This design comes from an exercise in tuning for small area, a short achievable clock period and few clock cycles on the open sky130 flow, not from production work. RTL that was checked went through simulation tests only; none was proved equivalent to the original. No functional check of the RTL was part of runs 3 to 7. Power figures rest on the tool's default switching activity, not on a simulated workload.

**flow/design.v**
```verilog
`timescale 1ns/1ps
package mem_req_pkg;
    typedef logic [31:0] addr_t;
    typedef logic [31:0] word_t;
    typedef logic [3:0] tag_t;
    typedef logic [1:0] access_len_t;
    localparam access_len_t LEN_BYTE = 2'd0;
    localparam access_len_t LEN_HALF = 2'd1;
    localparam access_len_t LEN_WORD = 2'd3;
    typedef struct packed {
        addr_t       addr;
        access_len_t len;
        logic        sext;
        tag_t        tag;
    } load_req_t;
    typedef struct packed {
        addr_t       addr;
        word_t       data;
        access_len_t len;
    } store_req_t;
endpackage
`timescale 1ns/1ps
package icache_pkg;
    localparam int OFFSET_BITS = $clog2(8);
    localparam int INDEX_BITS = $clog2(16);
    localparam int TAG_BITS = 18 - INDEX_BITS - OFFSET_BITS;
    typedef logic [8*8-1:0] line_t;
    typedef logic [INDEX_BITS-1:0] index_t;
    typedef logic [TAG_BITS-1:0] cache_tag_t;
endpackage
`timescale 1ns/1ps
module mem_subsystem (
    input  logic        clk_in,
    input  logic        rst_in,
    input  logic        rdy_in,
    input  logic [31:0] fetch_addr,
    output logic        fetch_hit,
    output logic [31:0] fetch_inst,
    input  logic        ld_valid,
    input  logic [31:0] ld_addr,
    input  logic [1:0]  ld_len,
    input  logic        ld_sext,
    input  logic [3:0]  ld_tag_in,
    output logic        ld_full,
    output logic        ld_done,
    output logic [31:0] ld_data,
    output logic [3:0]  ld_tag,
    input  logic        st_valid,
    input  logic [31:0] st_addr,
    input  logic [31:0] st_data,
    input  logic [1:0]  st_len,
    output logic        st_full,
    output logic        st_done,
    input  logic        io_buffer_full,
    input  logic [7:0]  mem_din,
    output logic [7:0]  mem_dout,
    output logic [31:0] mem_a,
    output logic        mem_wr
);
    logic        fm;
    logic        lm;
    logic        sm;
    logic [15:0] ra;
    logic [2:0]  rb;
    logic        dv;       
    logic [23:0] w;
    logic [1:0]  k;        
    logic [1:0]  last;     
    logic        sext_q;
    logic        st_done_q;
    logic        io_ok;    
    logic        hr;       
    logic        fetch_mode;
    logic        st_io;
    logic        ld_acc;
    logic        st_acc;
    logic        acc;
    logic        wide;
    logic        match;
    logic        cap;
    logic        restart;
    logic [17:0] port_a;
    logic [2:0]  rb_next;
    logic [31:0] raw;
    assign fetch_mode = fm;
    assign st_io = (st_addr[17:16] == 2'b11);
    assign ld_full = !fetch_mode;
    assign st_full = !fetch_mode || ld_valid || (st_io && !io_ok);
    assign ld_acc = fetch_mode && ld_valid;
    assign st_acc = fetch_mode && st_valid && !ld_valid && (io_ok || !st_io);
    assign acc = ld_acc || st_acc;
    assign wide = ld_valid ? (ld_len != 2'd0) : (st_len != 2'd0);
    assign match = (fetch_addr[17:2] == ra);
    assign cap = dv && match;
    assign fetch_hit = hr && match;
    assign fetch_inst = {mem_din, w};
    assign restart = !match || (rb[2] && !dv);
    assign port_a = ld_acc ? ld_addr[17:0] : st_acc ? st_addr[17:0] : {ra + {15'd0, rb[2]}, rb[1:0]};
    assign rb_next = {1'b0, port_a[1:0]} + 3'd1;
    assign mem_a = {14'd0, port_a};
    assign mem_wr = sm || st_acc;
    assign mem_dout = fetch_mode ? st_data[7:0] : w[7:0];
    assign st_done = st_done_q;
    assign ld_done = lm && (k == last);
    always_comb begin
        case (last)
            2'd0: raw = {{24{sext_q & mem_din[7]}}, mem_din};
            2'd1: raw = {{16{sext_q & mem_din[7]}}, mem_din, w[23:16]};
            default: raw = {mem_din, w};
        endcase
    end
    assign ld_data = raw;
    always_ff @(posedge clk_in) begin
        if (rdy_in) begin
            io_ok <= !io_buffer_full;
        end else if (rst_in) begin
            io_ok <= 1'b0;
        end
    end
    always_ff @(posedge clk_in) begin
        if (rst_in) begin
            fm <= 1'b1;
            lm <= 1'b0;
            sm <= 1'b0;
            dv <= 1'b0;
            hr <= 1'b0;
            st_done_q <= 1'b0;
            ra <= fetch_addr[17:2];
            rb <= 3'd0;
        end else if (rdy_in) begin
            st_done_q <= 1'b0;
            hr <= 1'b0;
            if (fm) begin
                    if (cap && !rb[2]) begin
                        w <= {mem_din, w[23:8]};
                    end
                    if (acc) begin
                        dv <= 1'b0;
                        k <= 2'd0;
                        if (ld_acc) begin
                            fm <= 1'b0;
                            lm <= 1'b1;
                            last <= ld_len;
                            sext_q <= ld_sext;
                            ld_tag <= ld_tag_in;
                        end else if (wide) begin
                            fm <= 1'b0;
                            sm <= 1'b1;
                            k <= 2'd1;
                            last <= st_len;
                            w <= st_data[31:8];
                        end else begin
                            st_done_q <= 1'b1;
                        end
                        if (wide) begin
                            ra <= port_a[17:2];
                            rb <= rb_next;
                        end else if (!match) begin
                            ra <= fetch_addr[17:2];
                            rb <= 3'd0;
                        end
                    end else if (restart) begin
                        ra <= fetch_addr[17:2];
                        rb <= 3'd0;
                        dv <= 1'b0;
                    end else begin
                        ra <= port_a[17:2];
                        rb <= rb_next;
                        dv <= 1'b1;
                        hr <= (port_a[1:0] == 2'd3);
                    end
            end else if (lm) begin
                    if (k == last) begin
                        lm <= 1'b0;
                        fm <= 1'b1;
                        if (restart) begin
                            ra <= fetch_addr[17:2];
                            rb <= 3'd0;
                            dv <= 1'b0;
                        end else begin
                            ra <= port_a[17:2];
                            rb <= rb_next;
                            dv <= 1'b1;
                            hr <= (port_a[1:0] == 2'd3);
                        end
                    end else begin
                        k <= k + 2'd1;
                        w <= {mem_din, w[23:8]};
                        if (k + 2'd1 == last) begin
                            ra <= fetch_addr[17:2];
                            rb <= 3'd0;
                        end else begin
                            ra <= port_a[17:2];
                            rb <= rb_next;
                        end
                    end
            end else begin
                    if (k == last) begin
                        sm <= 1'b0;
                        fm <= 1'b1;
                        st_done_q <= 1'b1;
                        ra <= fetch_addr[17:2];
                        rb <= 3'd0;
                        dv <= 1'b0;
                    end else begin
                        k <= k + 2'd1;
                        w <= {8'd0, w[23:8]};
                        ra <= port_a[17:2];
                        rb <= rb_next;
                    end
            end
        end
    end
endmodule
```
**flow/flow/run.sh**
```bash
#!/bin/bash
# Standard layout, with the port buffers made from the smallest buffer cell and
# a clock tree of small buffers without dummy loads.
export BUFFER_PORTS_ARGS="-buffer_cell sky130_fd_sc_hd__buf_1"
export CTS_ARGS="-sink_clustering_enable -repair_clock_nets -dont_use_dummy_load -buf_list {sky130_fd_sc_hd__clkbuf_4 sky130_fd_sc_hd__clkbuf_8}"
bash standard.sh > standard.log 2>&1
```
**flow/standard.sh**
```bash
#!/bin/bash
# synth_recipe.tcl (not shown) runs the flow's synth.tcl, then flattens the netlist and writes it again
# the make line also repeats each setting of config.mk as NAME=value (left out here)
make -C /OpenROAD-flow-scripts/flow DESIGN_CONFIG=/design/flow/config.mk WORK_HOME=/design/flow/orfs CLKGATE_MAP_FILE= SYNTH_SCRIPT=/design/flow/synth_recipe.tcl "${@:-finish}"
```
**flow/config.mk**
```make
export PLATFORM = sky130hd
export DESIGN_NAME = mem_subsystem
export DESIGN_NICKNAME = mem_subsystem
export VERILOG_FILES = /design/flow/design.v
export SDC_FILE = /design/flow/constraint.sdc
export NUM_CORES = 4
export LEC_CHECK = 0
export CAP_MARGIN = 20
export CORE_MARGIN = 2
export CORE_UTILIZATION = 40
export SETUP_SLACK_MARGIN = 2.85
export SLEW_MARGIN = 20
```
**flow/constraint.sdc**
```tcl
create_clock -name core_clock -period 7.0 [get_ports {clk_in}]
set_input_delay 1.4000 -clock core_clock [delete_from_list [all_inputs] [get_ports {clk_in}]]
set_output_delay 1.4000 -clock core_clock [all_outputs]
set_load 0.01 [all_outputs]
```
==> flow_summary.toml, run 1 <==
[run_status]
status = "finished clean"

[floorplanning]
die_w_um = 108.8
core_mm2 = 0.01079
design.die.area_mm2 = 0.01183
ios = 265
initial_core_util = 0.4068
die_height_um = 108.8
rows = 38

[detailed_routing]
firstDrtPassIters = 5
routedWlPerCell_um = 17.67
vias = 4367
ant_nets = 0
drc = 0
routed_wl_mm = 14.05
vias_per_cell = 5.493
drtIter0Drc = 293

[power]
switching_share = 0.3326
vdd_drop_max_mv = 0.08185
power_uw = 977.8
seq_power_share = 0.460
pwr-share-clk = 0.239
internal-power_uw = 652.5
p_switching_uw = 325.2
combPwrFrac = 0.301
power_density_mw_per_mm2 = 182.2
p_leak_nw = 1.906

[clock_tree]
clockBufferDepth = 2
cts_tree = "yes"
cts_made_buffers = 9
cts_hold_buf = 0
clk_latency_ns = 0.35
cts.clk_slew.worst_paths_ns = 0.04
root_buffer = "clkbuf_8"
htree_levels = 3
clock-sinks = 59

[synth]
syn_area_mm2 = 0.004390
yosysTopAreaCellShare = 0.3420
synth-edff-count = 50
synthArstFlopShare = 0
synthCells = 466
synth-seq-cells = 59
synth_warnings = 1
synth-main-ff-cell = "edfxtp_1"
synth.most_common_cell = "nand2_1"
yosysSeqAreaShare = 0.3830
syn_area_per_cell_um2 = 9.422
synth_cell_type_count = 59
synth_area_leaders = "edfxtp_1 (34%), nand2_1 (5.3%), xor2_1 (5.2%)"
synthTopCellsByCount = "nand2_1 (62), edfxtp_1 (50), o21ai_0 (39), xor2_1 (26), o22ai_1 (25)"
synth_top_area_cell = "edfxtp_1"

[final_layout]
finalInstanceArea_mm2 = 0.005365
instances_no_fill = 795
syn_to_final_growth_pct = 22.20
antenna_cells = 0
finish.utilization = 0.4971
drive_above_1_share = 0.1008
layout.nets = 811

[timing]
hold_violations = 0
rsz0062_at_grt = "false"
finalSetupTns_ns = 0
max_freq_ghz = 0.2449
relSlewSlack = 0.4157
fin_hold_ws_ns = 0.4574
drv_slew = 0
worst_slack_ns = 2.917
tightest_slew_ns = 0.8764
setup_viol_count_final = 0
period_needed_ns = 4.083
fin_crit_sh = 0.5832
clock_skew_ns = 0.03415

[worst_setup_path]
end_kind = "output port"
cp_top_family = "buffers and inverters"
critPathMaxStageDelay_ns = 0.29
critPathBufInv = 4
crit_type = "in2out"
slowest_stage = "o31ai_2"
path_cells = "buf_1 > nand3b_1 > buf_4 > nand3_4 > buf_4 > nor2_1 > o31ai_2 > buf_1"
arrival_ns = 2.68
crit_fanout = 5
required_ns = 5.60
cp-start-kind = "primary input"

[job]
cap_violations = 0

[place]
place.port_buffers = 206
place.gp.congestion = 0.8559
dp.cells = 780
post-place-ws_ns = 2.196
hpwl_mm = 10.35
place_area_mm2 = 0.005124

[grt]
grt_pass1_vias = 3945
grt_max_degree = 46
grt_usage = 0.2302
grt_overflow = 0
antenna_found_initial = 0
grt_pass1_wl_mm = 20.94

[hold_path]
min_path_type = "reg2reg"
## registers in the layout (all words and copies together), names as in the netlist
signal / count
w: 24
ra: 16
ld_tag: 4
rb: 3
k: 2
last: 2
dv: 1
fm: 1
hr: 1
io_ok: 1
lm: 1
sext_q: 1
sm: 1
st_done_q: 1
## tightest hold or removal path: cells and delay by family, from the launching register on
| family | cells | cell delay (ns) |
|---|---|---|
| AO/OA/AOI/OAI | 1 | 0.05 |
| flip-flops | 1 | 0.30 |
| AND/OR/NAND/NOR | 1 | 0.05 |
## cell type report
type / count / area [um2]
clock buffer: 9 / 123.9
sequential: 59 / 1682
tap: 140 / 175.2
inverter: 2 / 7.507
fill: 1075 / 5428
timing repair buffer: 217 / 857.1
multi-input combinational: 368 / 2520
## worst paths after layout
check / start / end / slack, ns / depth (start not counted)
worst max-delay path: st_addr[16] / mem_a[7] / 2.92 / 8
worst min register to register: rb[0] / rb[0] / 0.46 / 2
worst min-delay path: rb[0] / rb[0] / 0.46 / 2
worst max register to register: ra[3] / w[1] / 3.99 / 7
## cell usage in the layout, fill, tap and decap left out, types with 14 or more instances in the layout
master     count
xor2_1        26
a2bb2oi_1     17
nor2_1        21
buf_1        205
nand2_1       60
edfxtp_1      50
o21ai_0       39
o22ai_1       25
conb_1        14
a21oi_1       23
## per-layer routing
layer  GRT usage  vias up  part of all wire
met5           0        -                 0
met4     0.07143        0             0.012
met1      0.3142     2091              0.43
met3     0.02929       11             0.062
li1            -     2088                 -
met2      0.3804      177              0.50
## power by group through the flow
| stage | clock network (mW) | logic [mW] | registers, mW |
|---|---|---|---|
| final | 0.234 | 0.294 | 0.449 |
| after global routing | 0.253 | 0.323 | 0.453 |
| after CTS | 0.239 | 0.289 | 0.449 |
| after detailed placement | 0 | 0.280 | 0.456 |
| after global placement | 0 | 0.276 | 0.455 |
| after floorplan | 0 | 0.192 | 0.451 |
## cell families (layout without fill, tap and decap cells)
| family | Yosys count | count (layout) | share of synthesized area |
|---|---|---|---|
| compound gates | 146 | 146 | 0.2291 |
| xor+xnor | 32 | 32 | 0.06555 |
| fa+ha+maj | 3 | 3 | 0.008550 |
| buf+inv | 52 | 228 | 0.07096 |
| flops | 59 | 59 | 0.3830 |
| mux | 31 | 31 | 0.08549 |
| other cells | 1 | 14 | 0.0008541 |
| simple gates | 142 | 142 | 0.1565 |
## what timing repair did
item / in CTS / in global routing
endpoints found under the setup margin: 22 / 2
buffers inserted: 5 / 1
endpoints found under the hold margin: 0 / 0
pin swaps: 3 / 1
cloned: 0 / 0
resized for setup: 15 / 3
Testbench counts, summed over its fixed seeds: cycles 24,615.
==> run 2, diff against run 1 <==
==> flow/flow/run.sh (replaced) <==
#!/bin/bash
# Standard layout, with the port buffers made from the smallest buffer cell and
# a clock tree of small buffers without dummy loads; the constant outputs
# share one tie cell.
export BUFFER_PORTS_ARGS="-buffer_cell sky130_fd_sc_hd__buf_1"
export CTS_ARGS="-sink_clustering_enable -repair_clock_nets -dont_use_dummy_load -buf_list {sky130_fd_sc_hd__clkbuf_4 sky130_fd_sc_hd__clkbuf_8}"
export SKIP_REPAIR_TIE_FANOUT=1
bash standard.sh > standard.log 2>&1
--- a/flow/config.mk
+++ b/flow/config.mk
@@ -10,3 +10,3 @@
 export CORE_UTILIZATION = 40
-export SETUP_SLACK_MARGIN = 2.85
+export SETUP_SLACK_MARGIN = 3
 export SLEW_MARGIN = 20
==> flow_summary.toml, run 2 <==
[worst_setup_path]
reg2reg_depth = 8
crit_type = "in2out"
crit_fanout = 7
cp-start-kind = "primary input"
end_kind = "output port"
required_ns = 5.60
arrival_ns = 2.61
rr_endpoint = "w[15]"
r2r_setup_slack_ns = 3.89
reg2reg_from = "ra[6]"

[grt]
antenna_found_initial = 0
grt_pass1_wl_mm = 20.58
grt_max_degree = 46
grt_overflow = 0
grt_usage = 0.2269
grt_pass1_vias = 3989

[hold_path]
hold_start = "rb[0]"
min_to = "rb[0]"
hold_depth = 2
min_path_type = "reg2reg"

[timing]
worst_slack_ns = 2.989
period_needed_ns = 4.011
rsz0062_at_grt = "true"
tightest_slew_ns = 0.8864
relSlewSlack = 0.4091
fin_hold_ws_ns = 0.4557
finalSetupTns_ns = 0
fin_crit_sh = 0.5730
max_freq_ghz = 0.2493
clock_skew_ns = 0.02211
hold_violations = 0
setup_viol_count_final = 0
drv_slew = 0

[final_layout]
syn_to_final_growth_pct = 27.19
layout.nets = 812
layout_common_cells = "buf_1 (193), nand2_1 (59), edfxtp_1 (50), o21ai_0 (32), o22ai_1 (25)"
regArea_mm2 = 0.001682
reg_top3 = "w (24), ra (16), ld_tag (4)"
multi_input_area_mm2 = 0.002564
mostFrequentLayoutCell = "buf_1"
nFillCells = 1054
finish.utilization = 0.5174
largest_reg_flops = 24
largest_register = "w"
antenna_cells = 0
drive_above_1_share = 0.1570

[detailed_routing]
routed_wl_mm = 14.05
drtIter0Drc = 322
vias_per_cell = 5.535
ant_nets = 0
firstDrtPassIters = 9
vias = 4406
drc = 0
routedWlPerCell_um = 17.65

[clock_tree]
cts.clk_slew.worst_paths_ns = 0.06
clock-sinks = 59
cts_hold_buf = 0
htree_levels = 3
root_buffer = "clkbuf_8"
clockBufferDepth = 2
cts_made_buffers = 9
clk_latency_ns = 0.34
cts_tree = "yes"

[synth]
synthArstFlopShare = 0
synth_warnings = 1
yosysTopAreaCellShare = 0.3420
synth-main-ff-cell = "edfxtp_1"
synth-edff-count = 50
synth_cell_type_count = 59
yosysSeqAreaShare = 0.3830
synth-seq-cells = 59
synth_top_area_cell = "edfxtp_1"
syn_area_per_cell_um2 = 9.422
synth_area_leaders = "edfxtp_1 (34%), nand2_1 (5.3%), xor2_1 (5.2%)"
synthTopCellsByCount = "nand2_1 (62), edfxtp_1 (50), o21ai_0 (39), xor2_1 (26), o22ai_1 (25)"
syn_area_mm2 = 0.004390
synth.most_common_cell = "nand2_1"
synthCells = 466

[job]
cap_violations = 0

[floorplanning]
design.die.area_mm2 = 0.01183
initial_core_util = 0.4068
ios = 265
rows = 38
die_w_um = 108.8
core_mm2 = 0.01079
die_height_um = 108.8

[power]
p_leak_nw = 2.002
vdd_drop_max_mv = 0.08835
power_mw = 1.009
power_density_mw_per_mm2 = 180.6

[place]
hpwl_mm = 10.08
post-place-ws_ns = 2.200
place.port_buffers = 206
place.gp.congestion = 0.9083

[run_status]
status = "finished clean"
==> run 2: power by group <==
part | total [mW] | internal (mW) | switching, mW | leakage (nW)
logic | 0.319 | 0.138 | 0.181 | 1.38
clock network | 0.239 | 0.114 | 0.124 | 0.0647
registers | 0.451 | 0.418 | 0.0331 | 0.555
==> run 2: cell families after synthesis <==
kind of cell | share of synthesized area
compound gates | 0.2291
xor+xnor | 0.06555
fa+ha+maj | 0.008550
buf+inv | 0.07096
flops | 0.3830
mux | 0.08549
other cells | 0.0008541
simple gates | 0.1565
==> run 2: worst max path at each step <==
| stage | startpoint | end | slack [ns] |
|---|---|---|---|
| 3_5_place_dp | ld_valid | mem_a[1] | 2.20 |
| 2_1_floorplan | st_addr[17] | mem_a[12] | 2.96 |
| 3_3_place_gp | ld_valid | mem_a[1] | 2.19 |
| 5_1_grt | fetch_addr[6] | fetch_hit | 2.96 |
| 6_report | st_valid | mem_a[7] | 2.99 |
| 4_1_cts | fetch_addr[17] | fetch_hit | 3.00 |
==> run 2: repair_timing <==
| item | in CTS | in global routing |
|---|---|---|
| buffers inserted | 11 | 9 |
| endpoints found under the setup margin | 27 | 19 |
| gates resized for setup | 21 | 50 |
| pin swaps | 8 | 12 |
==> run 2: critical path, stage by stage <==
cell and delay, ns:
buf_1 0.29, and3_4 0.34, nor3_4 0.06, o31ai_2 0.32, buf_2 0.19
==> run 2: layout make-up <==
type / count / area share
Inverter: 2 / 0.001344
Tap cell: 140 / 0.03137
Timing Repair Buffer: 231 / 0.1849
Sequential cell: 59 / 0.3011
Multi-Input combinational cell: 355 / 0.4591
Clock buffer: 9 / 0.02218
==> run 2: per-stage QoR <==
step	area (um2)	cells
finish	5584	796
global route	5584	796
CTS	5356	787
detailed placement	5075	767
global placement	5075	767
floorplan	4390	466
==> run 2: routing by layer <==
layer | global-route usage | part of all wire
met1 | 0.3173 | 0.45
met2 | 0.3621 | 0.47
met3 | 0.03168 | 0.065
met4 | 0.07509 | 0.015
met5 | 0 | 0
==> run 3, diff against run 2 <==
--- a/flow/design.v
+++ b/flow/design.v
@@ -71,3 +71,2 @@
     logic        io_ok;    
-    logic        hr;       
     logic        fetch_mode;
@@ -94,3 +93,3 @@
     assign cap = dv && match;
-    assign fetch_hit = hr && match;
+    assign fetch_hit = fm && cap && rb[2];
     assign fetch_inst = {mem_din, w};
@@ -125,3 +124,2 @@
             dv <= 1'b0;
-            hr <= 1'b0;
             st_done_q <= 1'b0;
@@ -131,3 +129,2 @@
             st_done_q <= 1'b0;
-            hr <= 1'b0;
             if (fm) begin
@@ -169,3 +166,2 @@
                         dv <= 1'b1;
-                        hr <= (port_a[1:0] == 2'd3);
                     end
@@ -183,4 +179,3 @@
                             dv <= 1'b1;
-                            hr <= (port_a[1:0] == 2'd3);
-                        end
+                            end
                     end else begin
==> flow/flow/run.sh (replaced) <==
#!/bin/bash
# Standard layout, with the port buffers made from the smallest buffer cell and
# a clock tree of small buffers without dummy loads.
export BUFFER_PORTS_ARGS="-buffer_cell sky130_fd_sc_hd__buf_1"
export CTS_ARGS="-sink_clustering_enable -repair_clock_nets -dont_use_dummy_load -buf_list {sky130_fd_sc_hd__clkbuf_4 sky130_fd_sc_hd__clkbuf_8}"
bash standard.sh > standard.log 2>&1
==> flow_summary.toml, run 3 <==
[grt]
grt_max_degree = 46
grt_overflow = 0
grt_pass1_vias = 4235
grt_usage = 0.2397
antenna_found_initial = 0
grt_pass1_wl_mm = 22.10

[power]
internal-power_uw = 667.4
combPwrFrac = 0.323
p_switching_uw = 339.8
seq_power_share = 0.446
switching_share = 0.3374
vdd_drop_max_mv = 0.08551
power_density_mw_per_mm2 = 175.2
pwr-share-clk = 0.231
p_leak_nw = 2.183

[clock_tree]
clockBufferDepth = 2
clock-sinks = 58
root_buffer = "clkbuf_8"
cts.clk_slew.worst_paths_ns = 0.05
cts_made_buffers = 9
cts_hold_buf = 0
htree_levels = 3
clk_latency_ns = 0.34
cts_tree = "yes"

[synth]
synth.most_common_cell = "nand2_1"
syn_area_mm2 = 0.004517
synth-edff-count = 50
synth_area_leaders = "edfxtp_1 (33%), nand2_1 (7.1%), o21ai_0 (5.5%)"
synth-main-ff-cell = "edfxtp_1"
synth_cell_type_count = 50
syn_area_per_cell_um2 = 8.703
synth-seq-cells = 58
yosysTopAreaCellShare = 0.3324
yosysSeqAreaShare = 0.3679
synthTopCellsByCount = "nand2_1 (85), edfxtp_1 (50), o21ai_0 (50), nor2_1 (36), xnor2_1 (25)"
synthArstFlopShare = 0
synth_top_area_cell = "edfxtp_1"
synthCells = 519
synth_warnings = 1

[timing]
relSlewSlack = 0.4398
period_needed_ns = 4.016
fin_crit_sh = 0.5737
drv_slew = 0
clock_skew_ns = 0.02350
max_freq_ghz = 0.2490
finalSetupTns_ns = 0
setup_viol_count_final = 0
tightest_slew_ns = 0.8403
hold_violations = 0
fin_hold_ws_ns = 0.4693
rsz0062_at_grt = "true"

[job]
cap_violations = 0

[final_layout]
nFillCells = 1095
drive_above_1_share = 0.1499
largest_reg_flops = 24
mostFrequentLayoutCell = "buf_1"
largest_register = "w"
layout_common_cells = "buf_1 (182), nand2_1 (84), edfxtp_1 (50), o21ai_0 (43), nor2_1 (34)"
reg_top3 = "w (24), ra (16), ld_tag (4)"
antenna_cells = 0
syn_to_final_growth_pct = 27.29
layout.nets = 863

[floorplanning]
core_mm2 = 0.01094
rows = 38
design.die.area_mm2 = 0.01216
die_height_um = 110.3
die_w_um = 110.3
initial_core_util = 0.4130
ios = 265

[detailed_routing]
routed_wl_mm = 14.86
ant_nets = 0
routedWlPerCell_um = 17.55
drtIter0Drc = 308
firstDrtPassIters = 5
drc = 0
vias_per_cell = 5.531
vias = 4685

[worst_setup_path]
required_ns = 5.60
rr_endpoint = "ra[2]"
reg2reg_depth = 9
slowest_stage = "nor4_4"
reg2reg_from = "ra[10]"
cp_top_family = "simple AND/OR/NAND/NOR gates"
cp.depth = 6
arrival_ns = 2.62
crit_type = "in2out"
critPathMaxStageDelay_ns = 0.35
end_kind = "output port"
crit_fanout = 2
r2r_setup_slack_ns = 3.76
critical_path.startpoint = "fetch_addr[15]"
cp-start-kind = "primary input"
crit_end = "fetch_hit"
critPathBufInv = 2
path_cells = "buf_1 > xnor2_1 > nand4_1 > nor4_4 > and4_1 > buf_2"

[hold_path]
min_path_type = "reg2reg"

[place]
hpwl_mm = 10.94
place.port_buffers = 206
place.gp.congestion = 0.8436

[run_status]
status = "finished clean"
[run 3: cell types whose count changed after synthesis, sizes merged, moves of 8 or more]
| cell | delta |
|---|---|
| a22oi | +10 |
| o21ai | +12 |
| clkbuf | +8 |
| o2bb2ai | -8 |
| o22ai | -18 |
| xnor2 | +20 |
| nand2 | +23 |
| a2bb2oi | -17 |
| a221oi | +9 |
| nor2 | +12 |
| nor3 | +10 |
| xor2 | -22 |
[run 3: worst min path at each step]
| stage | from | cells after the start | endpoint | slack [ns] |
|---|---|---|---|---|
| after floorplan | rb[0] | 1 | rb[0] | 0.45 |
| after global placement | st_done_q | 2 | st_done_q | 0.45 |
| after detailed placement | st_done_q | 2 | st_done_q | 0.46 |
| after CTS | st_done_q | 2 | st_done_q | 0.47 |
| after global routing | st_done_q | 2 | st_done_q | 0.51 |
| final | st_done_q | 2 | st_done_q | 0.47 |
[run 3: worst register-to-register path: cells and delay by family (launching register included)]
kind	cells	cell delay, ns
simple gates	4	1.36
flops	1	0.53
compound gates	1	0.16
xor+xnor	1	0.23
buf+inv	2	0.30
mux	1	0.41
[run 3: what timing repair did]
item | in CTS | in global routing
setup endpoints to repair | 41 | 22
gates cloned | 1 | 0
setup buffers | 8 | 3
gates resized for setup | 51 | 34
pin swaps | 14 | 12
[run 3: area by class of cell]
| class | instances | area, um2 | share of cell area |
|---|---|---|---|
| timing repair buffer | 221 | 992.2 | 0.1726 |
| tap | 140 | 175.2 | 0.03047 |
| sequential | 58 | 1663 | 0.2892 |
| clock buffer | 9 | 123.9 | 0.02155 |
| multi-input combinational | 411 | 2765 | 0.4810 |
| inverter | 8 | 30.03 | 0.005223 |
[run 3: kinds of logic after synthesis]
family,synth area share
multiplexers,0.09667
XOR/XNOR,0.05817
other,0.0008302
adder cells (fa/ha/maj),0.008311
flip-flops,0.3679
buffers and inverters,0.07645
AND/OR/NAND/NOR,0.1909
AO/OA/AOI/OAI,0.2008
[run 3: power by group through the flow]
stage	combinational [mW]	sequential, mW	clock [mW]
3_3_place_gp	0.285	0.452	0
6_report	0.325	0.449	0.233
2_1_floorplan	0.200	0.444	0
4_1_cts	0.311	0.447	0.241
3_5_place_dp	0.289	0.453	0
5_1_grt	0.359	0.452	0.256
[run 3: metal layers]
layer | global-route usage | vias up | share of wire
met5 | 0 | - | 0
li1 | - | 2245 | -
met4 | 0.1018 | 0 | 0.020
met3 | 0.03175 | 21 | 0.066
met2 | 0.3957 | 205 | 0.49
met1 | 0.3155 | 2214 | 0.42
[run 3: per-stage QoR]
stage          worst slack (ns)  power [mW]  cell area, um2  std cells    util
6_report                  2.984       1.007            5749        847  0.5257
5_1_grt                   2.927       1.068            5749        847  0.5257
4_1_cts                   2.929      0.9996            5618        844  0.5137
3_5_place_dp              1.893      0.7418            5234        826  0.4786
3_3_place_gp              1.924      0.7370            5234        826  0.4786
2_1_floorplan             3.063      0.6444            4567        532       -
==> run 4, diff against run 3 <==
--- a/flow/design.v
+++ b/flow/design.v
@@ -76,2 +76,3 @@
     logic        acc;
+    logic        st_sel;
     logic        wide;
@@ -90,2 +91,3 @@
     assign acc = ld_acc || st_acc;
+    assign st_sel = fetch_mode && st_valid && !ld_valid;
     assign wide = ld_valid ? (ld_len != 2'd0) : (st_len != 2'd0);
@@ -93,6 +95,6 @@
     assign cap = dv && match;
-    assign fetch_hit = fm && cap && rb[2];
+    assign fetch_hit = fetch_mode && cap && rb[2];
     assign fetch_inst = {mem_din, w};
     assign restart = !match || (rb[2] && !dv);
-    assign port_a = ld_acc ? ld_addr[17:0] : st_acc ? st_addr[17:0] : {ra + {15'd0, rb[2]}, rb[1:0]};
+    assign port_a = ld_acc ? ld_addr[17:0] : st_sel ? st_addr[17:0] : {ra + {15'd0, rb[2]}, rb[1:0]};
     assign rb_next = {1'b0, port_a[1:0]} + 3'd1;
@@ -154,6 +156,5 @@
                             rb <= rb_next;
-                        end else if (!match) begin
-                            ra <= fetch_addr[17:2];
-                            rb <= 3'd0;
-                        end
+                        end
+                    end else if (st_sel) begin
+                        dv <= 1'b0;
                     end else if (restart) begin
@@ -179,3 +180,3 @@
                             dv <= 1'b1;
-                            end
+                        end
                     end else begin
==> flow_summary.toml, run 4 <==
[run_status]
status = "finished clean"

[clock_tree]
clockBufferDepth = 2
clk_latency_ns = 0.35
cts_hold_buf = 0
clock-sinks = 58
root_buffer = "clkbuf_8"
cts_made_buffers = 9
htree_levels = 3
cts_tree = "yes"
cts.clk_slew.worst_paths_ns = 0.07

[detailed_routing]
wl_met2_mm = 6.951
wl_met3_um = 841
vias = 4679
routedWlPerCell_um = 17.11
drtIter0Drc = 365
ant_nets = 0
vias_per_cell = 5.564
firstDrtPassIters = 4
drc = 0
wl_met1_mm = 6.297
routed_wl_mm = 14.39
top_layer_used = "met4"

[hold_path]
hold_depth = 2
min_path_type = "reg2reg"
min_to = "st_done_q"
hold_start = "st_done_q"

[grt]
grt_usage = 0.2274
grt_pass1_vias = 4467
grt_overflow = 0
grt_pass1_wl_mm = 22.76
grt_max_degree = 50
antenna_found_initial = 0

[final_layout]
reg_top3 = "w (24), ra (16), ld_tag (4)"
syn_to_final_growth_pct = 20.45
instances_no_fill = 841
mostFrequentLayoutCell = "buf_1"
layout.nets = 854
antenna_cells = 0
largest_reg_flops = 24
layout_common_cells = "buf_1 (201), nand2_1 (80), edfxtp_1 (50), o21ai_0 (35), nor2_1 (26)"
drive_above_1_share = 0.1146
largest_register = "w"

[worst_setup_path]
reg2reg_from = "last[0]"
cp-start-kind = "primary input"
rr_endpoint = "ra[7]"
r2r_setup_slack_ns = 4.18
end_kind = "output port"
arrival_ns = 2.54
crit_type = "in2out"
required_ns = 5.60
critical_path.startpoint = "ld_valid"
crit_fanout = 12
reg2reg_depth = 6

[timing]
rsz0062_at_grt = "false"
clock_skew_ns = 0.01520
period_needed_ns = 3.942
drv_slew = 0
setup_viol_count_final = 0
finalSetupTns_ns = 0
max_freq_ghz = 0.2537
hold_violations = 0
relSlewSlack = 0.4727
tightest_slew_ns = 0.7910
fin_hold_ws_ns = 0.5020
fin_crit_sh = 0.5631

[synth]
syn_area_mm2 = 0.004608
synth-edff-count = 50
syn_area_per_cell_um2 = 8.931
synth_cell_type_count = 65
synthTopCellsByCount = "nand2_1 (83), edfxtp_1 (50), o21ai_0 (39), nor2_1 (28), buf_4 (26)"
synthCells = 516
synthArstFlopShare = 0
synth_area_leaders = "edfxtp_1 (33%), nand2_1 (6.8%), xnor2_1 (4.8%)"
yosysTopAreaCellShare = 0.3258
synth-main-ff-cell = "edfxtp_1"
synth-seq-cells = 58
synth_warnings = 1
synth_top_area_cell = "edfxtp_1"
yosysSeqAreaShare = 0.3606
synth.most_common_cell = "nand2_1"

[place]
place.port_buffers = 206
hpwl_mm = 10.48
place.gp.congestion = 0.9159
dp.cells = 826

[power]
seq_power_share = 0.449
vdd_drop_max_mv = 0.08703
pwr-share-clk = 0.237
combPwrFrac = 0.314
switching_share = 0.3440
power_density_mw_per_mm2 = 181.6
p_leak_nw = 2.006
internal-power_uw = 661.2
p_switching_uw = 346.7

[floorplanning]
die_height_um = 111.3
design.die.area_mm2 = 0.01240
rows = 39
initial_core_util = 0.4071
die_w_um = 111.3
core_mm2 = 0.01132
ios = 265

[job]
cap_violations = 0
run 4: metal layers:
metal / global-route usage / vias to the layer above
met4: 0.07572 / 0
met2: 0.3772 / 199
met3: 0.03538 / 25
li1: - / 2217
met1: 0.3054 / 2238
met5: 0 / -
run 4: what timing repair did:
| action | CTS | global route |
|---|---|---|
| resized for setup | 16 | 14 |
| pin swaps | 2 | 4 |
| setup buffers | 5 | 1 |
| endpoints found under the setup margin | 27 | 17 |
run 4: cells by family after synthesis:
family | after synthesis | synth area share
adder cells (fa/ha/maj) | 3 | 0.008146
flip-flops | 58 | 0.3606
AND/OR/NAND/NOR | 183 | 0.1898
buffers and inverters | 69 | 0.08743
other | 1 | 0.0008138
AO/OA/AOI/OAI | 139 | 0.2104
XOR/XNOR | 32 | 0.06571
multiplexers | 31 | 0.07711
run 4: worst max-delay path by stage:
stage	end	slack, ns
after floorplan	mem_a[10]	3.18
after global placement	mem_a[8]	2.51
after detailed placement	mem_a[16]	2.45
after CTS	mem_a[16]	2.96
after global routing	fetch_hit	3.00
final	mem_a[8]	3.06
run 4: final cells by class:
class	count	area [um2]
fillers	1159	5771
multi-input cells	402	2663
flip-flops and latches	58	1663
inverters	12	45.04
clock buffers	9	123.9
repair buffers	217	877.1
well taps	143	178.9
run 4: power groups by stage:
stage / combinational (mW) / clock, mW / sequential, mW
finish: 0.317 / 0.239 / 0.452
global route: 0.349 / 0.260 / 0.456
CTS: 0.312 / 0.245 / 0.451
detailed placement: 0.304 / 0 / 0.458
global placement: 0.300 / 0 / 0.456
floorplan: 0.219 / 0 / 0.450
run 4: metrics by stage:
stage / setup WS [ns] / power (mW) / utilization / area [um2]
after floorplan: 3.181 / 0.6691 / - / 4657
after global placement: 2.511 / 0.7566 / 0.4675 / 5293
after detailed placement: 2.454 / 0.7618 / 0.4675 / 5293
after CTS: 2.960 / 1.009 / 0.4862 / 5504
after global routing: 2.998 / 1.065 / 0.4903 / 5550
final: 3.058 / 1.008 / 0.4903 / 5550
run 4: critical path, cell delays in order:
cell and delay (ns):
buf_4 0.17, and3b_4 0.38, buf_12 0.14, a21oi_1 0.06, o21ai_2 0.22, buf_1 0.17
==> run 5, diff against run 4 <==
==> flow/flow/run.sh (replaced) <==
#!/bin/bash
# Standard layout with the port buffers made from the smallest buffer cell;
# timing repair aims at a 3 ns setup margin only once the design is placed.
set -e
export BUFFER_PORTS_ARGS="-buffer_cell sky130_fd_sc_hd__buf_1"
SETUP_SLACK_MARGIN=0 bash standard.sh synth floorplan place > standard_1.log 2>&1
SETUP_SLACK_MARGIN=3 bash standard.sh > standard_2.log 2>&1
--- a/flow/config.mk
+++ b/flow/config.mk
@@ -10,3 +10,2 @@
 export CORE_UTILIZATION = 40
-export SETUP_SLACK_MARGIN = 3
 export SLEW_MARGIN = 20
==> flow_summary.toml, run 5 <==
[clock_tree]
clk_latency_ns = 0.33
cts_tree = "yes"
htree_levels = 3
root_buffer = "clkbuf_16"
cts.clk_slew.worst_paths_ns = 0.05
cts_made_buffers = 9
clockBufferDepth = 2
cts_hold_buf = 0
clock-sinks = 58

[floorplanning]
die_w_um = 111.3
ios = 265
design.die.area_mm2 = 0.01240
die_height_um = 111.3
initial_core_util = 0.4071
core_mm2 = 0.01132
rows = 39

[grt]
grt_overflow = 0
grt_max_degree = 50
grt_pass1_vias = 4494
grt_pass1_wl_mm = 22.88
grt_usage = 0.2282
antenna_found_initial = 0

[synth]
synth_fa_ha_area_frac = 0.008146
yosysTopAreaCellShare = 0.3258
yosysSeqAreaShare = 0.3606
synth_warnings = 1
synthArstFlopShare = 0
synth-edff-count = 50
syn_area_per_cell_um2 = 8.931
yosys.area_share.simple = 0.1898
synthTopCellsByCount = "nand2_1 (83), edfxtp_1 (50), o21ai_0 (39), nor2_1 (28), buf_4 (26)"
synth-seq-cells = 58
synth_top_family_by_area = "compound AO/OA/AOI/OAI gates"
synth-main-ff-cell = "edfxtp_1"
synth.most_common_cell = "nand2_1"
synth_xor_area_frac = 0.06571
syn_area_mm2 = 0.004608
synth_top_area_cell = "edfxtp_1"
synth_compound_area_frac = 0.2104
synth_area_leaders = "edfxtp_1 (33%), nand2_1 (6.8%), xnor2_1 (4.8%)"
synthCells = 516
synth_cell_type_count = 65
synth.area.mux_share = 0.07711

[worst_setup_path]
cp_top_family = "buffers and inverters"
critPathMaxStageDelay_ns = 0.38
cp-start-kind = "primary input"
arrival_ns = 2.54
path_cells = "buf_4 > and3b_4 > buf_12 > nand2_1 > a31oi_1 > buf_1"
end_kind = "output port"
crit_fanout = 12
critPathBufInv = 3
crit_type = "in2out"
slowest_stage = "and3b_4"
required_ns = 5.60

[final_layout]
drive_above_1_share = 0.1191
layout_common_cells = "buf_1 (201), nand2_1 (80), edfxtp_1 (50), o21ai_0 (35), nor2_1 (26)"
largest_register = "w"
syn_to_final_growth_pct = 23.95
mostFrequentLayoutCell = "buf_1"
largest_reg_flops = 24
antenna_cells = 0
nFillCells = 1139
reg_top3 = "w (24), ra (16), ld_tag (4)"
layout.nets = 854

[detailed_routing]
routedWlPerCell_um = 17.04
drtIter0Drc = 392
routed_wl_mm = 14.45
firstDrtPassIters = 5
vias_per_cell = 5.505
drc = 0
ant_nets = 0
vias = 4668

[timing]
clock_skew_ns = 0.008854
setup_viol_count_final = 0
max_freq_ghz = 0.2535
tightest_slew_ns = 0.8084
finalSetupTns_ns = 0
rsz0062_at_grt = "false"
relSlewSlack = 0.4611
period_needed_ns = 3.945
drv_slew = 0
fin_crit_sh = 0.5635
hold_violations = 0

[place]
place.port_buffers = 206
hpwl_mm = 10.48
place.gp.congestion = 0.9159

[run_status]
status = "finished clean"

[job]
cap_violations = 0

[hold_path]
min_path_type = "reg2reg"

[power]
power_mw = 1.194
p_leak_nw = 2.083
power_density_mw_per_mm2 = 209.1
vdd_drop_max_mv = 0.1346
run 5: cell counts after synthesis:
Identical to the previous run, type by type.
run 5: worst min-delay path: stages, from the launching register on:
cell	delay, ns
dfxtp_1	0.31
nor2_1	0.08
a211oi_1	0.06
run 5: metrics by stage:
step	hold slack, ns	instances	util	worst slack, ns	instance area (um2)
after floorplan	0.4583	529	-	3.181	4657
after global placement	0.4712	826	0.4675	2.511	5293
after detailed placement	0.4953	826	0.4675	2.454	5293
after CTS	0.5032	847	0.5004	2.960	5665
after global routing	0.5402	848	0.5045	2.998	5712
final	0.4993	848	0.5045	3.055	5712
run 5: final cells by class:
cell class                 count  area, um2  share of cell area
multi-input combinational    402       2663              0.4662
sequential                    58       1663              0.2911
timing repair buffer         217      877.1              0.1536
clock buffer                  14      275.3             0.04819
tap                          143      178.9             0.03133
inverter                      12      45.04            0.007886
clock inverter                 2      10.01            0.001752
run 5: routing by layer:
| metal | track usage | vias up | share of wire |
|---|---|---|---|
| met5 | 0 | - | 0 |
| met4 | 0.08148 | 0 | 0.020 |
| met3 | 0.03538 | 25 | 0.055 |
| met2 | 0.3789 | 177 | 0.48 |
| met1 | 0.3042 | 2239 | 0.44 |
| li1 | - | 2227 | - |
run 5: path summary, 6_finish.rpt:
kind | to | slack, ns | cells past startpoint | from
worst max-delay path | mem_a[3] | 3.06 | 6 | ld_valid
worst min-delay path | st_done_q | 0.50 | 2 | st_done_q
worst max register to register | ra[0] | 4.19 | 6 | last[0]
worst min register to register | st_done_q | 0.50 | 2 | st_done_q
run 5: power by group:
group	internal, mW	switching, mW	total [mW]	leakage, nW
Clock	0.270	0.156	0.425	0.142
Combinational	0.132	0.185	0.316	1.39
Sequential	0.416	0.0370	0.452	0.547
run 5: cells by family (layout without fill, tap and decap cells):
group / after synthesis / after routing
mux: 31 / 31
simple gates: 183 / 183
compound gates: 139 / 139
xor+xnor: 32 / 32
buf+inv: 69 / 245
flops: 58 / 58
fa+ha+maj: 3 / 3
other cells: 1 / 14
run 5: repair_timing:
item | CTS | global route
buffers inserted | 5 | 1
cloned | 0 | 0
pin swaps | 2 | 4
resized for setup | 16 | 14
setup endpoints to repair | 28 | 17
==> run 6, diff against run 5 <==
--- a/flow/design.v
+++ b/flow/design.v
@@ -71,2 +71,3 @@
     logic        io_ok;    
+    logic        hr;       
     logic        fetch_mode;
@@ -76,3 +77,2 @@
     logic        acc;
-    logic        st_sel;
     logic        wide;
@@ -91,3 +91,2 @@
     assign acc = ld_acc || st_acc;
-    assign st_sel = fetch_mode && st_valid && !ld_valid;
     assign wide = ld_valid ? (ld_len != 2'd0) : (st_len != 2'd0);
@@ -95,6 +94,16 @@
     assign cap = dv && match;
-    assign fetch_hit = fetch_mode && cap && rb[2];
+    assign fetch_hit = hr && match;
     assign fetch_inst = {mem_din, w};
     assign restart = !match || (rb[2] && !dv);
-    assign port_a = ld_acc ? ld_addr[17:0] : st_sel ? st_addr[17:0] : {ra + {15'd0, rb[2]}, rb[1:0]};
+    always_comb begin
+        if (ld_acc) begin
+            port_a = ld_addr[17:0];
+        end else if (st_acc) begin
+            port_a = st_addr[17:0];
+        end else if (fm && !rb[2]) begin
+            port_a = {fetch_addr[17:2], match ? rb[1:0] : 2'b00};
+        end else begin
+            port_a = {ra + {15'd0, rb[2]}, rb[1:0]};
+        end
+    end
     assign rb_next = {1'b0, port_a[1:0]} + 3'd1;
@@ -126,2 +135,3 @@
             dv <= 1'b0;
+            hr <= 1'b0;
             st_done_q <= 1'b0;
@@ -131,2 +141,3 @@
             st_done_q <= 1'b0;
+            hr <= 1'b0;
             if (fm) begin
@@ -156,6 +167,7 @@
                             rb <= rb_next;
-                        end
-                    end else if (st_sel) begin
-                        dv <= 1'b0;
-                    end else if (restart) begin
+                        end else if (!match) begin
+                            ra <= fetch_addr[17:2];
+                            rb <= 3'd0;
+                        end
+                    end else if (rb[2] && restart) begin
                         ra <= fetch_addr[17:2];
@@ -167,2 +179,3 @@
                         dv <= 1'b1;
+                        hr <= (port_a[1:0] == 2'd3);
                     end
@@ -180,2 +193,3 @@
                             dv <= 1'b1;
+                            hr <= (port_a[1:0] == 2'd3);
                         end
==> flow/flow/run.sh (replaced) <==
#!/bin/bash
# Standard layout, with the port buffers made from the smallest buffer cell and
# a clock tree of small buffers without dummy loads.
export BUFFER_PORTS_ARGS="-buffer_cell sky130_fd_sc_hd__buf_1"
export CTS_ARGS="-sink_clustering_enable -repair_clock_nets -dont_use_dummy_load -buf_list {sky130_fd_sc_hd__clkbuf_4 sky130_fd_sc_hd__clkbuf_8}"
bash standard.sh > standard.log 2>&1
--- a/flow/config.mk
+++ b/flow/config.mk
@@ -9,3 +9,4 @@
 export CORE_MARGIN = 2
-export CORE_UTILIZATION = 40
+export CORE_UTILIZATION = 35
+export SETUP_SLACK_MARGIN = 3
 export SLEW_MARGIN = 20
==> flow_summary.toml, run 6 <==
[detailed_routing]
routedWlPerCell_um = 17.99
firstDrtPassIters = 5
vias = 5012
drtIter0Drc = 376
routed_wl_mm = 16.68
ant_nets = 0
vias_per_cell = 5.407
drc = 0

[grt]
grt_pass1_wl_mm = 24.82
grt_pass1_vias = 4648
grt_max_degree = 50
antenna_found_initial = 0
grt_usage = 0.2227
grt_overflow = 0

[clock_tree]
cts.clk_slew.worst_paths_ns = 0.05
cts_tree = "yes"
clockBufferDepth = 2
cts_hold_buf = 0
clk_latency_ns = 0.36
root_buffer = "clkbuf_8"
clock-sinks = 59
htree_levels = 3
cts_made_buffers = 9

[synth]
yosysSeqAreaShare = 0.3633
synth_top_area_cell = "edfxtp_1"
synth_warnings = 1
syn_area_per_cell_um2 = 8.555
synthTopCellsByCount = "nand2_1 (85), edfxtp_1 (50), o21ai_0 (40), nand3_1 (39)"
synth-edff-count = 50
yosysTopAreaCellShare = 0.3244
synth.most_common_cell = "nand2_1"
synth-main-ff-cell = "edfxtp_1"
synthCells = 541
syn_area_mm2 = 0.004628
synth_cell_type_count = 58
synth-seq-cells = 59
synth_area_leaders = "edfxtp_1 (32%), nand2_1 (6.9%), o21ai_0 (4.3%)"
synthArstFlopShare = 0

[final_layout]
antenna_cells = 0
largest_reg_flops = 24
drive_above_1_share = 0.1824
mostFrequentLayoutCell = "buf_1"
layout_common_cells = "buf_1 (174), nand2_1 (81), edfxtp_1 (50), nand3_1 (39), buf_4 (34)"
reg_top3 = "w (24), ra (16), ld_tag (4)"
nFillCells = 1279
syn_to_final_growth_pct = 34.04
layout.nets = 907
largest_register = "w"

[place]
place.port_buffers = 206
place.gp.congestion = 0.9171
hpwl_mm = 11.23
post-place-ws_ns = 1.804

[power]
p_leak_nw = 2.310
power_mw = 1.092
vdd_drop_max_mv = 0.08327
combPwrFrac = 0.348
switching_share = 0.3612
p_switching_uw = 394.6
seq_power_share = 0.424
internal-power_uw = 697.8
power_density_mw_per_mm2 = 176.1
pwr-share-clk = 0.227

[worst_setup_path]
crit_type = "in2out"
arrival_ns = 2.77
end_kind = "output port"
cp-start-kind = "primary input"
crit_fanout = 7
required_ns = 5.60

[timing]
fin_crit_sh = 0.5959
finalSetupTns_ns = 0
clock_skew_ns = 0.02705
relSlewSlack = 0.3419
period_needed_ns = 4.172
max_freq_ghz = 0.2397
setup_viol_count_final = 0
rsz0062_at_grt = "true"
hold_violations = 0
tightest_slew_ns = 0.9837
drv_slew = 0
worst_slack_ns = 2.828

[floorplanning]
design.die.area_mm2 = 0.01416
initial_core_util = 0.3537
die_w_um = 119.0
core_mm2 = 0.01309
ios = 265
die_height_um = 119.0
rows = 42

[hold_path]
min_path_type = "reg2reg"

[run_status]
status = "finished clean"

[job]
cap_violations = 0
-- run 6: cell types whose count changed in the layout (fill, tap and decap cells not counted), moves of 10 or more --
| cell | before | now |
|---|---|---|
| clkbuf_2 | 2 | 13 |
| buf_1 | 201 | 174 |
| xor2_1 | 4 | 15 |
| clkbuf_16 | 10 | 0 |
| buf_4 | 11 | 34 |
| nand3_1 | 25 | 39 |
| buf_6 | 0 | 13 |
| xnor2_1 | 24 | 11 |
| mux2_1 | 0 | 16 |
| nand4_1 | 7 | 20 |
-- run 6: cells by family after synthesis --
logic type | share of synthesized area
flops | 0.3633
simple gates | 0.2022
mux | 0.07570
buf+inv | 0.08002
compound gates | 0.2074
other cells | 0.0008103
xor+xnor | 0.06245
fa+ha+maj | 0.008111
-- run 6: final timing paths --
kind | slack, ns | cells past startpoint | from | end
setup / recovery | 2.83 | 8 | st_addr[16] | mem_a[0]
hold / removal | 0.49 | 2 | st_done_q | st_done_q
setup reg to reg | 3.29 | 20 | fm | hr
hold reg to reg | 0.49 | 2 | st_done_q | st_done_q
-- run 6: critical path, stage by stage --
cell	delay, ns
buf_1	0.09
nand3b_1	0.11
buf_4	0.21
nand2_1	0.17
o31a_1	0.31
o22ai_2	0.22
a31oi_4	0.09
buf_2	0.18
-- run 6: routing by layer --
metal	vias to the layer above	global-route usage	share of wire
met2	223	0.3556	0.48
met1	2363	0.2927	0.42
met4	0	0.1019	0.031
li1	2386	-	-
met3	40	0.04071	0.068
met5	-	0	0
-- run 6: final cells by class --
cell class	count	area, um2	area share
Multi-Input combinational cell	426	2908	0.4687
Clock buffer	9	123.9	0.01997
Sequential cell	59	1684	0.2715
Inverter	10	37.54	0.006051
Tap cell	176	220.2	0.03550
Timing Repair Buffer	247	1230	0.1983
-- run 6: power groups by stage --
stage | Sequential, mW | Clock, mW | Combinational, mW
2_1_floorplan | 0.458 | 0 | 0.209
3_3_place_gp | 0.466 | 0 | 0.300
3_5_place_dp | 0.466 | 0 | 0.304
4_1_cts | 0.460 | 0.253 | 0.348
5_1_grt | 0.468 | 0.263 | 0.413
6_report | 0.464 | 0.248 | 0.380
-- run 6: timing repair --
item / in CTS / in global routing
setup buffers: 31 / 6
endpoints found under the setup margin: 60 / 37
gates cloned: 1 / 0
resized for setup: 63 / 60
pin swaps: 12 / 20
hold endpoints to repair: 0 / 0
-- run 6: metrics by stage --
step,util,hold slack (ns),instances,cell area (um2)
3_5_place_dp,0.4108,0.4703,880,5375
3_3_place_gp,0.4108,0.4579,880,5375
2_1_floorplan,-,0.4411,554,4684
6_report,0.4741,0.4865,927,6203
5_1_grt,0.4741,0.5088,927,6203
4_1_cts,0.4535,0.4805,921,5934
==> run 7, diff against run 6 <==
--- a/flow/config.mk
+++ b/flow/config.mk
@@ -9,3 +9,3 @@
 export CORE_MARGIN = 2
-export CORE_UTILIZATION = 35
+export CORE_UTILIZATION = 40
 export SETUP_SLACK_MARGIN = 3
==> flow_summary.toml, run 7 <==
[power]
internal-power_uw = 703.1
switching_share = 0.3542
combPwrFrac = 0.353
p_leak_nw = 2.323
p_switching_uw = 385.6
vdd_drop_max_mv = 0.09482
pwr-share-clk = 0.220
power_density_mw_per_mm2 = 175.7
seq_power_share = 0.426

[final_layout]
finalInstanceArea_mm2 = 0.006197
layout_common_cells = "buf_1 (181), nand2_1 (80), edfxtp_1 (50), nand3_1 (39), o21ai_0 (30)"
antenna_cells = 0
largest_register = "w"
layout.nets = 913
largest_reg_flops = 24
drive_above_1_share = 0.1797
mostFrequentLayoutCell = "buf_1"
reg_top3 = "w (24), ra (16), ld_tag (4)"
instances_no_fill = 900
syn_to_final_growth_pct = 33.90

[floorplanning]
die_height_um = 111.6
die_w_um = 111.6
rows = 39
core_mm2 = 0.01137
ios = 265
design.die.area_mm2 = 0.01245
initial_core_util = 0.4071

[worst_setup_path]
reg2reg_from = "fm"
critPathMaxStageDelay_ns = 0.36
path_cells = "buf_8 > xor2_2 > nor4_2 > nand4_1 > buf_6 > buf_12 > a31oi_4 > buf_2"
arrival_ns = 2.76
crit_type = "in2out"
reg2reg_depth = 20
r2r_setup_slack_ns = 3.23
end_kind = "output port"
slowest_stage = "nor4_2"
required_ns = 5.60
cp-start-kind = "primary input"
rr_endpoint = "hr"
crit_fanout = 3

[synth]
yosysTopAreaCellShare = 0.3244
syn_area_per_cell_um2 = 8.555
synthCells = 541
synth-main-ff-cell = "edfxtp_1"
yosysSeqAreaShare = 0.3633
synth-edff-count = 50
syn_area_mm2 = 0.004628
synthTopCellsByCount = "nand2_1 (85), edfxtp_1 (50), o21ai_0 (40), nand3_1 (39)"
synth_warnings = 1
synth_cell_type_count = 58
synthArstFlopShare = 0
synth_top_area_cell = "edfxtp_1"
synth.most_common_cell = "nand2_1"
synth_area_leaders = "edfxtp_1 (32%), nand2_1 (6.9%), o21ai_0 (4.3%)"
synth-seq-cells = 59

[detailed_routing]
routedWlPerCell_um = 18.78
firstDrtPassIters = 5
drc = 0
ant_nets = 0
vias_per_cell = 5.839
routed_wl_mm = 16.90
drtIter0Drc = 493
vias = 5255

[timing]
tightest_slew_ns = 0.9972
max_freq_ghz = 0.2403
hold_violations = 0
worst_slack_ns = 2.838
finalSetupTns_ns = 0
drv_slew = 0
relSlewSlack = 0.3329
period_needed_ns = 4.162
rsz0062_at_grt = "true"
fin_crit_sh = 0.5946
setup_viol_count_final = 0
clock_skew_ns = 0.01573

[clock_tree]
cts_tree = "yes"
clock-sinks = 59
htree_levels = 3
root_buffer = "clkbuf_8"
clockBufferDepth = 2
clk_latency_ns = 0.34
cts.clk_slew.worst_paths_ns = 0.06
cts_made_buffers = 9

[grt]
grt_max_degree = 46
grt_overflow = 0
grt_pass1_vias = 4859
antenna_found_initial = 0
grt_usage = 0.2551
grt_pass1_wl_mm = 25.54

[place]
hpwl_mm = 11.15
dp.cells = 847
place.gp.congestion = 0.9086
post-place-ws_ns = 1.659
place_area_mm2 = 0.005334
place.port_buffers = 206

[hold_path]
min_path_type = "reg2reg"
min_to = "rb[0]"
hold_start = "rb[0]"
hold_depth = 2

[job]
cap_violations = 0

[run_status]
status = "finished clean"
==> run 7: cell types whose count changed in the layout (fill, tap and decap cells not counted), moves of 4 or more <==
cell / change
buf_1: +7
clkbuf_2: -8
buf_6: +8
xor2_2: -5
buf_4: -5
xor2_1: +6
buf_2: +4
==> run 7: how the worst max path moves through the flow <==
stage | end | startpoint
finish | mem_a[0] | fetch_addr[17]
global route | mem_a[0] | fetch_addr[10]
CTS | mem_a[1] | fetch_addr[11]
detailed placement | mem_a[12] | ld_valid
global placement | mem_a[14] | ld_valid
floorplan | mem_a[13] | ld_valid
==> run 7: critical path, delay by kind of cell <==
family          cells  cell delay (ns)
buf+inv             4             0.56
simple gates        2             0.52
compound gates      1             0.15
xor+xnor            1             0.14
==> run 7: routing by layer <==
layer / vias up / GRT usage / share of wire
li1: 2416 / - / -
met1: 2515 / 0.3420 / 0.41
met2: 290 / 0.4244 / 0.49
met3: 34 / 0.03538 / 0.074
met4: 0 / 0.08971 / 0.023
met5: - / 0 / 0
==> run 7: power by group through the flow <==
stage                     clock, mW  sequential, mW  combinational [mW]
final                         0.240           0.464               0.385
after global routing          0.258           0.468               0.417
after CTS                     0.244           0.461               0.340
after detailed placement          0           0.468               0.301
after global placement            0           0.468               0.296
after floorplan                   0           0.458               0.209
==> run 7: cells by family after synthesis <==
group / Yosys count / synth area share
and+or+nand+nor: 202 / 0.2022
AOI/OAI and AO/OA: 141 / 0.2074
buffers and inverters: 70 / 0.08002
DFF: 59 / 0.3633
xor gates and xnor gates: 33 / 0.06245
muxes: 32 / 0.07570
adders and majority gates: 3 / 0.008111
other: 1 / 0.0008103
==> run 7: repair_timing <==
item                       in CTS  in global routing
gates resized for setup        47                 75
cloned                          1                  1
pin swaps                       8                 16
hold buffers                    0                  0
setup endpoints to repair      70                 38
setup buffers                  31                 11
==> run 7: area by class of cell <==
class	count	area, um2
clock buffer	9	123.9
fill	1081	5172
inverter	10	37.54
multi-input combinational	426	2867
sequential	59	1687
tap	143	178.9
timing repair buffer	253	1304
==> run 7: stage by stage <==
| stage | utilization | power [mW] | hold WS (ns) |
|---|---|---|---|
| 4_1_cts | 0.5134 | 1.045 | 0.4763 |
| 3_3_place_gp | 0.4691 | 0.7636 | 0.4616 |
| 2_1_floorplan | - | 0.6672 | 0.4411 |
| 6_report | 0.5451 | 1.089 | 0.5034 |
| 3_5_place_dp | 0.4691 | 0.7692 | 0.4616 |
| 5_1_grt | 0.5451 | 1.144 | 0.5158 |

what the ideal ports hide:
No port has a modelled driver above. Below, the same layouts with a new extraction and two added sets of constraints.
Step 1 (the two cells are an assumption about what drives the block):
set clk [get_ports {clk_in}]
set_driving_cell -lib_cell sky130_fd_sc_hd__clkbuf_16 $clk
set_driving_cell -lib_cell sky130_fd_sc_hd__buf_2 [delete_from_list [all_inputs] $clk]
Step 2 moves the port delays by t, midway between the first and last clock arrival at a register: inputs arrive t later, outputs are due t later. That takes back most of the time a late clock gives input paths.
a / b / c = no drivers / after step 1 / after step 2; a / b = the first two.
run | t (ns) | setup WS [ns] | clock arrival spread, ns | worst register clock-pin slew, ns | pins driven straight from the clock port
run 1 | 0.365 | 2.917 / 2.896 / 2.896 | 0.034 / 0.034 | 0.08 / 0.08 | 1
run 2 | 0.361 | 2.989 / 2.957 / 2.944 | 0.022 / 0.022 | 0.08 / 0.08 | 1
run 3 | 0.363 | 2.984 / 2.952 / 2.829 | 0.024 / 0.024 | 0.07 / 0.07 | 1
run 4 | 0.370 | 3.058 / 3.034 / 3.034 | 0.015 / 0.015 | 0.07 / 0.07 | 1
run 5 | 0.364 | 3.055 / 3.031 / 3.031 | 0.009 / 0.009 | 0.06 / 0.06 | 1
run 6 | 0.385 | 2.828 / 2.808 / 2.550 | 0.027 / 0.027 | 0.08 / 0.08 | 1
run 7 | 0.360 | 2.838 / 2.778 / 2.531 | 0.016 / 0.015 | 0.07 / 0.07 | 1
After both steps setup and hold are still met in every run listed. For run 7, which loses most, drivers alone change the setup slack by -0.060 ns; drivers and shift together by -0.307 ns.
